Background: an optimization exercise with open tools, aiming at small area. Do not read the settings as production practice. Only simulation tests tie the RTL to the original design; equivalence was not proved. Power is estimated from default activity; no workload was simulated.

## flow/design.v (module list and top-level ports; edited modules follow where they fit)
// module burstCounter: 17 lines
// module plruPolicy: 62 lines
// module ringEntry: 11 lines
// module aoi222: 3 lines
// module aoi22: 3 lines
// module nand4g: 3 lines
// module nand3g: 3 lines
// module nand2g: 3 lines
// module nor4g: 3 lines
// module nor3g: 3 lines
// module nor2g: 3 lines
// module or4g: 3 lines
// module or3g: 3 lines
// module or2g: 3 lines
// module invg: 3 lines
// module waySelect: 1046 lines
// module hitSelect: 118 lines
// module tagSelect: 314 lines
// module cacheArrays: 132 lines
// module cacheSequencer: 180 lines
// module m68kCacheTop: 87 lines
module m68kCacheTop (
	input logic Clock,
	input logic Reset_L,
	input logic cpuAS_L,			 
	input logic cpuUDS_L,			 
	input logic cpuLDS_L,			 
	input logic cpuWE_L,			 
	input logic cpuDramSelect_H,		 
	input logic [31:0] cpuAddress,
	input logic [15:0] cpuWrData,
	output logic [15:0] cpuData,
	output logic DtackTo68k_L,
	output logic dramSelect_L,		 
	output logic dramAS_L,
	output logic dramUDS_L,
	output logic dramLDS_L,
	output logic dramWE_L,
	output logic [31:0] dramAddress,	 
	output logic [15:0] dramWrData,
	input logic dramDtack_L,
	input logic dramCAS_L,			 
	input logic dramRAS_L,			 
	input logic [15:0] dramData
);
  // ...
==> flow/run.sh <==
#!/bin/bash
# synth_recipe.tcl (not shown) runs the flow's synth.tcl, then flattens the netlist and writes it again
# the make line also repeats each setting of config.mk as NAME=value (left out here)
make -C /OpenROAD-flow-scripts/flow DESIGN_CONFIG=/design/flow/config.mk WORK_HOME=/design/flow/orfs CLKGATE_MAP_FILE= SYNTH_SCRIPT=/design/flow/synth_recipe.tcl finish
==> flow/config.mk <==
export PLATFORM = sky130hd
export DESIGN_NAME = m68kCacheTop
export DESIGN_NICKNAME = m68kCacheTop
export VERILOG_FILES = /design/flow/design.v
export SDC_FILE = /design/flow/constraint.sdc
export NUM_CORES = 4
export LEC_CHECK = 0
export CAP_MARGIN = 20
export CORE_MARGIN = 2
export CORE_UTILIZATION = 60
export SLEW_MARGIN = 20
export SYNTH_HIERARCHICAL = 1
export SYNTH_MINIMUM_KEEP_SIZE = 0
==> flow/constraint.sdc <==
create_clock -name core_clock -period 12.0 [get_ports {Clock}]
set_input_delay 2.4000 -clock core_clock [delete_from_list [all_inputs] [get_ports {Clock}]]
set_output_delay 2.4000 -clock core_clock [all_outputs]
set_load 0.01 [all_outputs]
==> results_dict.tcl, run 1 <==
set metrics [dict create \
    status "timing/DRC/antenna clean" \
    synth_area_leaders "dfxtp_1, a222oi_1, a22o_1" \
    post-route-cell-area_um2 158900 \
    arrival_ns 10.81 \
    max_stage_delay_ns 0.69 \
    async_reset_ff_share_pct 0.1966 \
    drtPass1Iterations 12 \
    top_regs "arrays.dRing x4096, arrays.tRing x896, arrays.valid x32" \
    synth_nets 9795 \
    critPathKind "input pin to flop" \
    hold_viol_final 0 \
    worst_slew_pin_slew_ns 1.218 \
    use_met3_pct 6.780 \
    grt_use_met2_pct 52.19 \
    timing.final.ws_setup_ns 1.911 \
    dieWidth_um 484.9 \
    grt_pass1_vias 90200 \
    seq_area_share_pct 64.62 \
    rr_worst_depth 25 \
    finalClockSkew_ns 0.05579 \
    multi_input_area_share_pct 20.45 \
    r2r_start "arrays.ringT[0]$_DFF_PN0_" \
    clockBufferCount 681 \
    dieArea_um2 235200 \
    yosysMostFrequentCell "dfxtp_1" \
    largest-register "arrays.dRing" \
    drv_slew 0 \
    ctsHtreeMaxLevel 5 \
    clk_latency_ns 0.99 \
    mostFrequentLayoutCells "dfxtp_1, a222oi_1, clkbuf_16, nand2_1, nand4_1" \
    viasPerCell 6.675 \
    synth_warnings 10 \
    yosys.area.top_type "dfxtp_1" \
    inv_count 59 \
    synth_cells 9692 \
    regArea_um2 102700 \
    synth_top_area_share_pct 72.13 \
    rsz0062_at_grt "no" \
    yosysSeqAreaShare_pct 73.97 \
    drt_iter0_drc 15780 \
    fillers 16160 \
    worstSetupStartpointType "input pin" \
    final.period_utilization_pct 84.08 \
    ys_types 66 \
    path_clk_slew_ns 0.06 \
]
==> module cacheArrays, before the edit <==
module cacheArrays
#(
	parameter int TagDepth = 8,
	parameter int DataDepth = 64
) (
	input logic Clock,
	input logic Reset_L,
	input cacheGeomPkg::setIdx_t setIdx,		 
	input cacheGeomPkg::wordIdx_t wordIdx,		 
	input cacheGeomPkg::setIdx_t rdSet,		 
	input cacheGeomPkg::wordIdx_t rdWord,		 
	input logic [cacheGeomPkg::TagWidth-1:0] reqTag,
	input cacheGeomPkg::wayMask_t tagWe,
	input cacheGeomPkg::wayMask_t dataWe,
	input logic validOut,
	input busPkg::word_t fillData,
	output cacheGeomPkg::wayMask_t hitMask,
	output cacheGeomPkg::wayMask_t validMask,
	output cacheGeomPkg::wayMask_t hitMaskQ,	 
	output cacheGeomPkg::wayMask_t validMaskQ,
	output busPkg::word_t cpuData			 
);
	localparam int NW = cacheGeomPkg::NumWays;
	localparam int NS = cacheGeomPkg::NumSets;
	localparam int TW = cacheGeomPkg::TagWidth;
	logic [2:0] ringT;
	always_ff @(posedge Clock or negedge Reset_L) begin
		if (!Reset_L)
			ringT <= '0;
		else
			ringT <= ringT + 3'd1;
	end
	logic [NW-1:0][NS-1:0] valid;
	always_ff @(posedge Clock) begin
		for (int w = 0; w < NW; w++)
			for (int s = 0; s < NS; s++)
				if (tagWe[w] && setIdx == 3'(s))
					valid[w][s] <= validOut;
	end
	logic [2:0] wrSlot7;
	logic [2:0] newPhase;
	logic [2:0] rdSlot;
	logic [NS-1:0] rdSlotDec;
	logic [NW-1:0][TW+2:0] tagRd;		 
	assign wrSlot7  = setIdx + ringT;		 
	assign newPhase = ringT - wordIdx + 3'd1;
	assign rdSlot   = rdSet + ringT;
	always_comb
		for (int r = 0; r < NS; r++)
			rdSlotDec[r] = (rdSlot == 3'(r));
	logic [NW-1:0][NS-1:0][TW+2:0] tRing;
	logic [NW-1:0][TW+2:0] tEntry;
	for (genvar w = 0; w < NW; w++) begin : tagWay
		logic ins;
		assign ins = dataWe[w] && wrSlot7 == 3'd7;
		ringEntry #(.Width(TW+3)) entry (
			.ins(ins), .hold(!ins),
			.newData({reqTag, newPhase}), .roundData(tRing[w][NS-1]),
			.d(tEntry[w])
		);
		tagSelect rd (
			.sel(rdSlotDec), .data(tRing[w]), .y(tagRd[w])
		);
	end
	always_ff @(posedge Clock) begin
		for (int w = 0; w < NW; w++) begin
			tRing[w][0] <= tEntry[w];
			for (int r = 1; r < NS; r++)
				tRing[w][r] <= tRing[w][r-1];
		end
	end
	logic [NS-1:0] rdSetDec;
	always_comb begin
		for (int s = 0; s < NS; s++)
			rdSetDec[s] = (rdSet == 3'(s));
		for (int w = 0; w < NW; w++) begin
			validMask[w] = |(valid[w] & rdSetDec);
			hitMask[w]   = validMask[w] && (tagRd[w][TW+2:3] == reqTag);
		end
	end
	logic [NW-1:0][7:0] posDec;
	always_comb begin
		for (int w = 0; w < NW; w++) begin
			logic [2:0] pos;
			pos = ringT - tagRd[w][2:0] - rdWord;
			for (int p = 0; p < 8; p++)
				posDec[w][p] = (pos == 3'(p));
		end
	end
	logic [NW-1:0][NS-1:0][7:0][15:0] dRing;
	logic [NW-1:0][NS-1:0][15:0] dEntry;
	for (genvar w = 0; w < NW; w++) begin : dataWay
		for (genvar s = 0; s < NS; s++) begin : dataSet
			logic ins;
			assign ins = dataWe[w] && setIdx == 3'(s);
			ringEntry #(.Width(16)) entry (
				.ins(ins), .hold(!ins),
				.newData(fillData), .roundData(dRing[w][s][7]),
				.d(dEntry[w][s])
			);
		end
	end
	always_ff @(posedge Clock) begin
		for (int w = 0; w < NW; w++)
			for (int s = 0; s < NS; s++) begin
				dRing[w][s][0] <= dEntry[w][s];
				for (int p = 1; p < 8; p++)
					dRing[w][s][p] <= dRing[w][s][p-1];
			end
	end
	busPkg::word_t lookData;
	logic [NW-1:0][15:0] wayData;
	logic [NW-1:0][NS-1:0][7:0] waySel;
	always_comb
		for (int w = 0; w < NW; w++)
			for (int s = 0; s < NS; s++)
				for (int p = 0; p < 8; p++)
					waySel[w][s][p] = rdSetDec[s] & posDec[w][p];
	for (genvar w = 0; w < NW; w++) begin : wayRd
		waySelect rd (.sel(waySel[w]), .data(dRing[w]), .y(wayData[w]));
	end
	hitSelect dataRd (.sel(hitMask), .data(wayData), .y(lookData));
	always_ff @(posedge Clock) begin
		hitMaskQ   <= hitMask;
		validMaskQ <= validMask;
		if (|dataWe) begin
			if (wordIdx == rdWord)
				cpuData <= fillData;
		end else
			cpuData <= lookData;
	end
endmodule
==> run 2: changes to the inputs <==
--- a/flow/design.v
+++ b/flow/design.v
@@ -1736,11 +1736,20 @@
 		end
 	end
+	logic [2:0] uIdx;
+	logic [7:0] uDec;
+	logic [NW-1:0][7:0] cDec;
 	logic [NW-1:0][7:0] posDec;
+	assign uIdx = ringT - rdWord;
 	always_comb begin
+		for (int i = 0; i < 8; i++)
+			uDec[i] = (uIdx == 3'(i));
 		for (int w = 0; w < NW; w++) begin
-			logic [2:0] pos;
-			pos = ringT - tagRd[w][2:0] - rdWord;
-			for (int p = 0; p < 8; p++)
-				posDec[w][p] = (pos == 3'(p));
+			for (int j = 0; j < 8; j++)
+				cDec[w][j] = (tagRd[w][2:0] == 3'(j));
+			for (int p = 0; p < 8; p++) begin
+				posDec[w][p] = 1'b0;
+				for (int j = 0; j < 8; j++)
+					posDec[w][p] = posDec[w][p] | (cDec[w][j] & uDec[(j + p) % 8]);
+			end
 		end
 	end
--- a/flow/config.mk
+++ b/flow/config.mk
@@ -6,8 +6,10 @@
 export NUM_CORES = 4
 export LEC_CHECK = 0
-export CAP_MARGIN = 20
+export CAP_MARGIN = 10
 export CORE_MARGIN = 2
 export CORE_UTILIZATION = 60
-export SLEW_MARGIN = 20
+export CTS_CLUSTER_DIAMETER = 80
+export CTS_CLUSTER_SIZE = 30
+export SLEW_MARGIN = 10
 export SYNTH_HIERARCHICAL = 1
 export SYNTH_MINIMUM_KEEP_SIZE = 0
==> run 2 against run 1 <==
Against the previous run:
- die area increased by 0.55%
- first-iteration DRC count decreased by 1.5%
- non-clock buffer count increased by 25
- sequential cell count unchanged
- clock power decreased by 49%
- power decreased by 22%
- largest cell class unchanged
- area after synthesis increased by 0.55%
- combinational power about the same
- still clean on timing, DRC and antenna
==> results_dict.tcl, run 2 <==
set metrics [dict create \
    synthMuxAreaShare_pct 0.4313 \
    cp.required_ns 12.67 \
    arrival_ns 10.74 \
    synth_edf_count 77 \
    rsz0062_at_grt "no" \
    wl_per_cell_um 31.47 \
    synth_fa_ha_area_share_pct 0.1148 \
    grt_use_met2_pct 51.33 \
    cts_tree "built" \
    synth_top_family_by_area "compound AO/OA/AOI/OAI gates" \
    max_stage_delay_ns 0.85 \
    drcViolationCount 0 \
    chipHeight_um 486.3 \
    p_int_mw 21.42 \
    slowest_stage "mux2i_1" \
    drv_slew 0 \
    seqPwrFrac_pct 66.4 \
    final_layout_size_suffix_gt1_share_pct 9.971 \
    synthSimpleGateAreaFrac_pct 5.578 \
    p_comb_share_pct 5.0 \
    drt_iter0_drc 15540 \
    p_switching_mw 6.462 \
    power-per-cell-area_nw_per_um2 187.5 \
    avgSynthCellArea_um2 14.24 \
    pin_count 144 \
    setup_viol 0 \
    clk_latency_ns 0.93 \
    final_nets 10040 \
    synth_ff_type "dfxtp_1" \
    antenna_found_initial 27 \
    end_kind "flop" \
    top_regs "arrays.dRing x4096, arrays.tRing x896, arrays.valid x32" \
    dieWidth_um 486.3 \
    drtPass1Iterations 10 \
    slew_headroom_pct 11.77 \
    cts_resized 0 \
    yosysMostFrequentCell "dfxtp_1" \
    crit_chain "clkdlybuf4s50_1 -> ha_1 -> fa_1 -> xnor2_1 -> xnor2_1 -> nor3_4 -> buf_12 -> a222oi_1 -> nand4_1 -> xor2_1 -> mux2i_1 -> nor2_1 -> buf_4 -> a222oi_1 -> nand4_1 -> nor2_1 -> nand3_1 -> a222oi_1 -> nand2_1 -> mux2_2" \
    cts_made_buffers 190 \
    gr-total-overflow 0 \
    largest-register "arrays.dRing" \
    hold_buffers 0 \
    crit_top_cell "a222oi_1" \
    area_growth_pct 6.576 \
    cts_sinks 5087 \
    status "timing/DRC/antenna clean" \
    path_clk_slew_ns 0.11 \
    grt_max_degree 112 \
    synth_area_leaders "dfxtp_1, a222oi_1, a22o_1" \
    num_vias 88910 \
    whs_ns 0.3298 \
    worst_slew_pin_slew_ns 1.324 \
    ant_nets 0 \
    synth-compound-area-share_pct 16.50 \
    clockBufferDepth 3 \
    worstSetupStartpointType "input pin" \
    async_reset_ff_share_pct 0.1966 \
    min_path_type "flop to flop" \
    final_common_cell "dfxtp_1" \
    path_max_fanout 111 \
    largest_reg_flops 4096 \
    leakage_nw 55.00 \
    cap_viol_max_count 0 \
    dieArea_um2 236400 \
    critPathKind "input pin to flop" \
    peakVddDrop_mv 0.1711 \
    root_buffer "clkbuf_16" \
    busiest_layer "met2" \
    drt_wl_total_um 410600 \
    power.share.clock_pct 28.6 \
    grt.met1_usage_pct 47.12 \
    yosysSeqAreaShare_pct 73.57 \
    mostFrequentLayoutCells "dfxtp_1, a222oi_1, nand2_1, nand4_1, a22o_1" \
    ys_seq_elements 5087 \
    dp_hpwl_um 253600 \
    path_buf_inv 3 \
    grt_util_all_layers_pct 33.62 \
    ctsHtreeMaxLevel 4 \
    synth_nets 9882 \
    synth_xor_area_share_pct 0.8590 \
    synth_top_area_share_pct 71.73 \
    tns_ns 0 \
    fmax_ghz 0.09937 \
    finalClockSkew_ns 0.03355 \
    yosys.area.top_type "dfxtp_1" \
    gp_congestion 0.9243 \
    initial_core_util_pct 60.18 \
    crit_family "simple AND/OR/NAND/NOR gates" \
    total_power_mw 27.88 \
    p_sw_share_pct 23.18 \
    port_buffers 111 \
    hold_viol_final 0 \
    synth_common_cells "dfxtp_1, a222oi_1, nand2_1, nand4_1, a22o_1" \
    use_met3_pct 7.552 \
    synth_warnings 10 \
    syn-cell-area_um2 139500 \
    final.period_utilization_pct 83.86 \
    grt_pass1_wl_um 593600 \
    post_cts_buffers 0 \
    rows 177 \
    viasPerCell 6.815 \
    grt_pass1_vias 86980 \
    synth_cells 9797 \
    core_um2 231900 \
    ys_types 81 \
    finalCriticalPeriod_ns 10.06 \
]
## run 2: path summary, 6_finish.rpt
path,start,slack [ns],cells after the start,endpoint
worst min register to register,arrays.dRing[2437]$_DFF_P_,0.33,0,arrays.dRing[2453]$_DFF_P_
min in group asynchronous,Reset_L,1.89,1,arrays.ringT[0]$_DFF_PN0_
worst min-delay path,arrays.dRing[2437]$_DFF_P_,0.33,0,arrays.dRing[2453]$_DFF_P_
worst max-delay path,cpuAddress[4],1.94,20,arrays.cpuData[9]$_DFFE_PP_
max in group asynchronous,Reset_L,9.66,1,counter.count[1]$_DFF_PN0_
worst max register to register,arrays.ringT[0]$_DFF_PN0_,3.74,19,arrays.cpuData[9]$_DFFE_PP_
## run 2: modules after synthesis, one instance, submodules excluded, excerpt
module | flip-flops and latches | cell area (um^2) | times used
plruPolicy | 29 | 1515 | 1
tagSelect | 0 | 210.2 | 4
hitSelect | 0 | 120.1 | 1
waySelect | 0 | 120.1 | 4
aoi222 | 0 | 10.01 | 1584
nand4g | 0 | 6.256 | 432
nand3g | 0 | 5.005 | 64
nand2g | 0 | 3.754 | 384
nor2g | 0 | 3.754 | 192
## run 2: power by group through the flow
stage	logic (mW)	registers (mW)	clock network, mW
2_1_floorplan	0.786	18.7	0
3_3_place_gp	1.34	18.8	0
3_5_place_dp	1.35	18.9	0
4_1_cts	1.36	18.5	8.05
5_1_grt	1.44	18.6	8.64
6_report	1.38	18.5	7.98
## run 2: final cells by class
type | instances | area (um^2)
Antenna cell | 4 | 10.01
Clock buffer | 211 | 4928
Clock inverter | 28 | 336.6
Fill cell | 17290 | 83150
Inverter | 48 | 180.2
Multi-Input combinational cell | 4208 | 33370
Sequential cell | 5087 | 102700
Tap cell | 3043 | 3807
Timing Repair Buffer | 417 | 3431
## run 2: cells by family (layout without fill, tap and decap cells)
group,count (synthesis),count (layout)
AO/OA/AOI/OAI,2429,2429
XOR/XNOR,133,133
adder cells (fa/ha/maj),11,11
buffers and inverters,502,704
flip-flops,5087,5087
multiplexers,51,51
other,0,4
AND/OR/NAND/NOR,1584,1584
## run 2: routing by layer
metal	share of wire (%)	wire (um)
met1	41	169900
met2	44	181000
met3	11	43350
met4	3.9	16190
met5	0.036	149
## run 2: per-stage QoR
step,util (%),std cells,setup WS [ns],cell area (um^2)
floorplan,-,9797,0.8919,139600
global placement,61.86,12800,1.103,143400
detailed placement,61.86,12800,1.031,143400
CTS,64.13,13040,1.980,148700
global route,64.14,13040,1.599,148700
finish,64.14,13050,1.937,148700
==> module ringEntry, before the edit <==
module ringEntry #(
	parameter int Width = 16
) (
	input logic ins,
	input logic hold,
	input logic [Width-1:0] newData,
	input logic [Width-1:0] roundData,
	output logic [Width-1:0] d
);
	assign d = ({Width{ins}} & newData) | ({Width{hold}} & roundData);
endmodule
==> run 3: changes to the inputs <==
--- a/flow/design.v
+++ b/flow/design.v
@@ -139,5 +139,10 @@
 	output logic [Width-1:0] d
 );
-	assign d = ({Width{ins}} & newData) | ({Width{hold}} & roundData);
+	for (genvar i = 0; i < Width; i++) begin : bitEntry
+		ao22g u (.a0(ins), .b0(newData[i]), .a1(hold), .b1(roundData[i]), .y(d[i]));
+	end
+endmodule
+module ao22g (input logic a0, input logic b0, input logic a1, input logic b1, output logic y);
+	assign y = (a0 & b0) | (a1 & b1);
 endmodule
 module aoi222 (input logic a0, input logic b0, input logic a1, input logic b1, input logic a2, input logic b2, output logic y);
==> run 3 against run 2 <==
Against the previous run:
- combinational power is essentially flat
- final cell count decreased by 0.37%
- global-route usage grew 0.069 points
- sequential power is essentially flat
- critical endpoint is now arrays.cpuData[1]$_DFFE_PP_
- utilization rose by 1.1 points
- clock skew shrank 0.00051 ns
==> results_dict.tcl, run 3 <==
set metrics [dict create \
    min_path_type "flop to flop" \
    multiInputGateArea_um2 33100 \
    yosysMostFrequentCell "dfxtp_1" \
    crit_chain "clkdlybuf4s50_1 -> ha_1 -> fa_1 -> xnor2_1 -> xnor2_1 -> nor2_4 -> buf_4 -> a222oi_1 -> nand4_1 -> and2_1 -> mux2i_1 -> nor2_2 -> a222oi_1 -> nand4_1 -> nor2_1 -> nand3_1 -> nand2_1 -> nand2_1 -> mux2_2" \
    cts_made_buffers 190 \
    timing.final.ws_setup_ns 2.360 \
    post_cts_buffers 0 \
    initial_core_util_pct 60.41 \
    wl_per_cell_um 31.12 \
    worstSetupStartpointType "input pin" \
    top_regs "arrays.dRing x4096, arrays.tRing x896, arrays.valid x32" \
    hold_buffers 0 \
    ys_types 82 \
    end_kind "flop" \
    synth_top_area_share_pct 72.83 \
    num_vias 88850 \
    final.period_utilization_pct 80.33 \
    setup_viol 0 \
    gp_congestion 0.9017 \
    synth_cells 9639 \
    final_nets 10030 \
    synth_area_leaders "dfxtp_1, a222oi_1, a22o_1" \
    total_power_mw 27.87 \
    place_inst 12760 \
    synth_ff_type "dfxtp_1" \
    yosysSeqAreaShare_pct 74.69 \
    finalCoreUtilization_pct 65.26 \
    fmax_ghz 0.1037 \
    drcViolationCount 0 \
    root_buffer "clkbuf_16" \
    path_clk_slew_ns 0.11 \
    power-per-cell-area_nw_per_um2 187.7 \
    peakVddDrop_mv 0.1539 \
    yosys.area.top_type "dfxtp_1" \
    largest-register "arrays.dRing" \
    area_growth_pct 8.026 \
    synth_nets 9724 \
    cts_sinks 5087 \
    synth_warnings 10 \
    slew_headroom_pct 10.40 \
    status "timing/DRC/antenna clean" \
    avgSynthCellArea_um2 14.26 \
    path_max_fanout 46 \
    dieWidth_um 482.6 \
    final_common_cell "dfxtp_1" \
    syn-cell-area_um2 137400 \
    grt_pass1_vias 87140 \
    ys_seq_elements 5087 \
    grt_max_degree 86 \
    highest_layer "met5" \
    rsz0062_at_grt "no" \
    synth_common_cells "dfxtp_1, a222oi_1, a22o_1, nand2_1, nand4_1" \
    route.met2.wl_um 182600 \
    antenna_found_initial 14 \
    final_layout_size_suffix_gt1_share_pct 8.276 \
    max_stage_delay_ns 0.95 \
    rrSetupSlack_ns 3.92 \
    slowest_stage "mux2i_1" \
    cp.required_ns 12.66 \
    pre_cts_slack_ns 1.497 \
    gr-total-overflow 0 \
    clockBufferDepth 3 \
    viasPerCell 6.836 \
    fillers 16630 \
    cts_tree "built" \
    finalClockSkew_ns 0.03305 \
    pin_count 144 \
    async_reset_ff_share_pct 0.1966 \
    mostFrequentLayoutCells "dfxtp_1, a222oi_1, a22o_1, nand2_1, nand4_1" \
    met1_length_um 165600 \
    worst_slew_pin_slew_ns 1.307 \
    rows 175 \
    dp_hpwl_um 251900 \
    cts_resized 0 \
    core_um2 227500 \
    grt_util_all_layers_pct 33.69 \
    final_cell_count_no_fill 13000 \
    hold_viol_final 0 \
    regArea_um2 102700 \
    dieArea_um2 232900 \
    ctsHtreeMaxLevel 4 \
    dr_wl_met3_um 38430 \
    drt_wl_total_um 404500 \
    cap_viol_max_count 0 \
    drt_iter0_drc 15430 \
    drv_slew 0 \
    synth_edf_count 77 \
    critPathKind "input pin to flop" \
    arrival_ns 10.30 \
    grt_pass1_wl_um 587300 \
    drtPass1Iterations 11 \
    chipHeight_um 482.6 \
    port_buffers 111 \
    leakage_nw 54.81 \
    finalCriticalPeriod_ns 9.640 \
    tns_ns 0 \
    clk_latency_ns 0.91 \
    ant_nets 0 \
    largest_reg_flops 4096 \
]
run 3: per-stage QoR:
stage,hold slack [ns],instance area (um^2)
2_1_floorplan,0.3298,137500
3_3_place_gp,0.3307,143200
3_5_place_dp,0.3345,143200
4_1_cts,0.3338,148400
5_1_grt,0.3314,148500
6_report,0.3313,148500
run 3: layout make-up:
type | count | share of cell area, %
Multi-Input combinational cell | 4178 | 22.29
Sequential cell | 5087 | 69.14
Timing Repair Buffer | 439 | 2.387
Tap cell | 3009 | 2.536
Clock buffer | 217 | 3.362
Antenna cell | 8 | 0.01348
Inverter | 44 | 0.1112
Clock inverter | 16 | 0.1551
run 3: cell families (layout without fill, tap and decap cells):
group | Yosys count | in the layout | share of synthesized area (%)
AO/OA/AOI/OAI | 2410 | 2410 | 16.47
adder cells (fa/ha/maj) | 11 | 11 | 0.1165
XOR/XNOR | 134 | 134 | 0.8776
other | 0 | 8 | 0
AND/OR/NAND/NOR | 1566 | 1566 | 5.580
flip-flops | 5087 | 5087 | 74.69
multiplexers | 57 | 57 | 0.5326
buffers and inverters | 374 | 716 | 1.730
run 3: path summary, 6_finish.rpt:
check / startpoint / cells past startpoint / endpoint
min in group asynchronous: Reset_L / 1 / counter.count[0]$_DFF_PN0_
min reg2reg: arrays.tRing[32]$_DFF_P_ / 0 / arrays.tRing[60]$_DFF_P_
max in group asynchronous: Reset_L / 1 / sequencer.state[2]$_DFFE_PN0P_
min: arrays.tRing[32]$_DFF_P_ / 0 / arrays.tRing[60]$_DFF_P_
max: cpuAddress[4] / 19 / arrays.cpuData[1]$_DFFE_PP_
max reg2reg: arrays.ringT[0]$_DFF_PN0_ / 18 / arrays.cpuData[1]$_DFFE_PP_
run 3: critical path: cells and delay by family:
family | cells | cell delay, ns
AO/OA/AOI/OAI | 2 | 0.93
XOR/XNOR | 2 | 0.91
adder cells (fa/ha/maj) | 2 | 0.64
buffers and inverters | 2 | 0.93
multiplexers | 2 | 1.22
AND/OR/NAND/NOR | 9 | 3.23
run 3: metal layers:
layer  global-route usage, %  vias to the layer above
met4                   13.78                        6
met1                   45.95                    44850
met3                   6.847                      743
met2                   52.69                     4569
met5                       0                        -
li1                        -                    38680
run 3: power breakdown:
part           internal (mW)  switching, mW
clock network           3.05           4.92
logic                  0.434          0.924
registers               18.0          0.588
total                   21.4           6.43
run 3: Yosys stat by module (local to each module, per instance), a selection:
module      area, um^2  flops+latches  cells  times used
hitSelect        120.1              0     16           1
tagSelect        210.2              0     28           4
nand3g           5.005              0      1          64
aoi222           10.01              0      1        1584
plruPolicy        1515             29    129           1
nand4g           6.256              0      1         432
==> run 4: changes to the inputs <==
--- a/flow/config.mk
+++ b/flow/config.mk
@@ -8,7 +8,8 @@
 export CAP_MARGIN = 10
 export CORE_MARGIN = 2
-export CORE_UTILIZATION = 60
-export CTS_CLUSTER_DIAMETER = 80
+export CORE_UTILIZATION = 65
+export CTS_CLUSTER_DIAMETER = 70
 export CTS_CLUSTER_SIZE = 30
+export PLACE_DENSITY = 0.75
 export SLEW_MARGIN = 10
 export SYNTH_HIERARCHICAL = 1
==> run 4 against run 3 <==
Against the previous run:
- sequential power is essentially flat
- global-route usage grew 1.1 points
- clock-buffer cell count is 5 higher
- register-to-register slack improved by 0.05 ns
- wire length is 3.7% lower
- hold slack worse by 0.0015 ns
- worst setup slack gained 0.21 ns
- clock skew is 0.015 ns higher
- synthesized cell count stayed put
- maximum frequency up 2.3%
- clock power increased by 2%
- largest power group unchanged
- highest routed layer unchanged
==> results_dict.tcl, run 4 <==
set metrics [dict create \
    antenna_found_initial 13 \
    yosys.area.top_type "dfxtp_1" \
    cts_made_buffers 194 \
    r2r_start "arrays.ringT[0]$_DFF_PN0_" \
    reg2reg_to "arrays.cpuData[1]$_DFFE_PP_" \
    synth_warnings 10 \
    drcViolationCount 0 \
    final_cell_count_no_fill 12800 \
    worst_slew_pin_slew_ns 1.302 \
    synth_nets 9724 \
    area_growth_pct 7.948 \
    status "timing/DRC/antenna clean" \
    synth_top_area_share_pct 72.83 \
    final_common_cell "dfxtp_1" \
    cts_resized 0 \
    top_regs "arrays.dRing x4096, arrays.tRing x896, arrays.valid x32" \
    ctsHtreeMaxLevel 4 \
    synth_area_leaders "dfxtp_1, a222oi_1, a22o_1" \
    avgSynthCellArea_um2 14.26 \
    mostFrequentLayoutCells "dfxtp_1, a222oi_1, a22o_1, nand2_1, nand4_1" \
    hold_start "arrays.dRing[3913]$_DFF_P_" \
    power-per-cell-area_nw_per_um2 188.8 \
    critPathLaunch "cpuAddress[4]" \
    drt_iter0_drc 17410 \
    min_path_type "flop to flop" \
    ys_types 82 \
    post-route-cell-area_um2 148400 \
    rrSetupSlack_ns 3.97 \
    rr_worst_depth 19 \
    finalClockSkew_ns 0.04757 \
    path_clk_slew_ns 0.12 \
    place_inst 12540 \
    ys_seq_elements 5087 \
    final_layout_size_suffix_gt1_share_pct 8.092 \
    crit_end "arrays.cpuData[1]$_DFFE_PP_" \
    final.period_utilization_pct 78.55 \
    core_um2 209800 \
    port_buffers 111 \
    slew_headroom_pct 13.19 \
    dieArea_um2 215100 \
    leakage_nw 54.88 \
    synth_ff_type "dfxtp_1" \
    yosysSeqAreaShare_pct 74.69 \
    dieWidth_um 463.8 \
    dp_hpwl_um 237200 \
    cts_tree "built" \
    gr-total-overflow 0 \
    grt_pass1_vias 88970 \
    peakVddDrop_mv 0.2167 \
    finalCriticalPeriod_ns 9.426 \
    largest_reg_flops 4096 \
    arrival_ns 10.09 \
    hold_buffers 0 \
    clockBufferDepth 3 \
    synth_cells 9639 \
    initial_core_util_pct 65.52 \
    final_nets 10020 \
    viasPerCell 7.043 \
    num_vias 90140 \
    setup_viol 0 \
    wl_per_cell_um 30.42 \
    end_kind "flop" \
    path_max_fanout 31 \
    chipHeight_um 463.8 \
    critPathKind "input pin to flop" \
    cap_viol_max_count 0 \
    async_reset_ff_share_pct 0.1966 \
    rsz0062_at_grt "no" \
    drt_wl_total_um 389400 \
    drtPass1Iterations 13 \
    drv_slew 0 \
    root_buffer "clkbuf_16" \
    rows 168 \
    cts_sinks 5087 \
    fmax_ghz 0.1061 \
    post_cts_buffers 0 \
    clk_latency_ns 0.92 \
    ant_nets 0 \
    cp.required_ns 12.66 \
    grt_max_degree 104 \
    grt_util_all_layers_pct 34.82 \
    largest-register "arrays.dRing" \
    tns_ns 0 \
    synth_common_cells "dfxtp_1, a222oi_1, a22o_1, nand2_1, nand4_1" \
    placedInstanceArea_um2 142800 \
    grt_pass1_wl_um 571600 \
    pin_count 144 \
    hold_viol_final 0 \
    yosysMostFrequentCell "dfxtp_1" \
    worstSetupStartpointType "input pin" \
    syn-cell-area_um2 137400 \
    min_path_cells 0 \
    gp_congestion 0.9543 \
    synth_edf_count 77 \
]
-- run 4: cell count changes in the layout (fill, tap and decap cells not counted), sizes merged, moves of 2 or more --
cell / delta
buf: -15
clkbuf: +5
clkinvlp: +3
clkinv: +2
inv: +7
-- run 4: per-module statistics from Yosys, one instance, submodules excluded, excerpt --
| module | cells inside | copies in the design | area [um^2] | flops+latches |
|---|---|---|---|---|
| nand3g | 1 | 64 | 5.005 | 0 |
| plruPolicy | 129 | 1 | 1515 | 29 |
| nand2g | 1 | 384 | 3.754 | 0 |
| ao22g | 1 | 624 | 8.758 | 0 |
| nor2g | 1 | 192 | 3.754 | 0 |
| nand4g | 1 | 432 | 6.256 | 0 |
| aoi222 | 1 | 1584 | 10.01 | 0 |
| hitSelect | 16 | 1 | 120.1 | 0 |
| tagSelect | 28 | 4 | 210.2 | 0 |
| waySelect | 16 | 4 | 120.1 | 0 |
-- run 4: stage by stage --
stage / setup WS, ns / util [%] / hold WS (ns) / power (mW)
after CTS: 2.785 / 70.71 / 0.3375 / 27.95
final: 2.574 / 70.72 / 0.3298 / 28.02
after detailed placement: 1.843 / 68.08 / 0.3345 / 20.19
after floorplan: 1.432 / - / 0.3298 / 19.43
after global routing: 2.353 / 70.71 / 0.3346 / 28.73
after global placement: 2.040 / 68.08 / 0.3315 / 20.12
-- run 4: power by group --
group | total (mW) | internal, mW | switching (mW)
logic | 1.33 | 0.431 | 0.897
registers | 18.6 | 18.0 | 0.599
clock network | 8.13 | 3.18 | 4.95
-- run 4: cells by family after synthesis --
group	count (synthesis)	share of synthesized area, %
flops	5087	74.69
compound gates	2410	16.47
simple gates	1566	5.580
buf+inv	374	1.730
xor+xnor	134	0.8776
mux	57	0.5326
fa+ha+maj	11	0.1165
-- run 4: worst min path at each step --
| stage | to | slack, ns |
|---|---|---|
| floorplan | arrays.dRing[1040]$_DFF_P_ | 0.33 |
| global placement | arrays.dRing[2870]$_DFF_P_ | 0.33 |
| detailed placement | arrays.dRing[2845]$_DFF_P_ | 0.33 |
| CTS | arrays.dRing[1089]$_DFF_P_ | 0.34 |
| global route | arrays.tRing[521]$_DFF_P_ | 0.33 |
| finish | arrays.dRing[3929]$_DFF_P_ | 0.33 |
-- run 4: worst max-delay path, cell delays in order --
cell and delay [ns]:
clkdlybuf4s50_1 0.43, ha_1 0.22, fa_1 0.46, xnor2_1 0.21, xnor2_1 0.72, nor3_4 0.10
buf_4 0.32, a222oi_1 0.39, nand4_1 0.47, xor2_1 0.37, a32oi_1 1.06, a21oi_1 0.17
buf_4 0.28, a222oi_1 0.39, nand4_1 0.14, nor2_1 0.38, nand3_1 0.50, a222oi_1 0.67
nand2_1 0.10, mux2_2 0.28
-- run 4: area by class of cell --
type,instances,area [um^2]
Sequential cell,5087,102700
Fill cell,14160,61420
Multi-Input combinational cell,4178,33020
Clock buffer,222,5159
Tap cell,2805,3510
Timing Repair Buffer,425,3466
Clock inverter,29,367.9
Inverter,44,165.2
Antenna cell,9,22.52
-- run 4: metal layers --
| metal | share of wire (%) | global-route usage (%) | up-vias |
|---|---|---|---|
| met1 | 39 | 46.69 | 44620 |
| met2 | 44 | 52.55 | 5796 |
| met5 | 0.013 | 0 | - |
| met3 | 12 | 8.763 | 1048 |
| met4 | 5.6 | 17.75 | 8 |
| li1 | - | - | 38680 |

==> what the ideal ports hide <==
The flow's constraints put no driver on any port. The routed layouts listed below were extracted and timed again, unchanged, in two steps.
Step 1 sets driving cells, clkbuf_16 on the clock port and buf_2 on the other inputs (assumed; they add their load-dependent delay and slew).
Step 2, shift: input delay + t, output delay - t, t = (earliest + latest rising clock arrival at the registers) / 2. This alone moves slack from input paths to output paths.
Slacks: ideal ports / drivers / drivers and shift; pairs: ideal ports / drivers.
run | t, ns | setup WS [ns] | worst register clock-pin slew, ns | worst data-port slew with drivers (ns)
run 1 | 1.072 | 1.911 / 1.982 / 0.910 | 0.07 / 0.07 | 0.07
run 2 | 1.013 | 1.937 / 2.018 / 1.005 | 0.11 / 0.11 | 0.18
run 3 | 0.972 | 2.360 / 2.417 / 1.445 | 0.12 / 0.12 | 0.07
run 4 | 0.987 | 2.574 / 2.643 / 1.656 | 0.12 / 0.12 | 0.06
After both steps setup and hold are still met in every run listed. The setup slack of run 1, which loses most, moves by +0.071 ns with the drivers and by -1.001 ns with both steps.
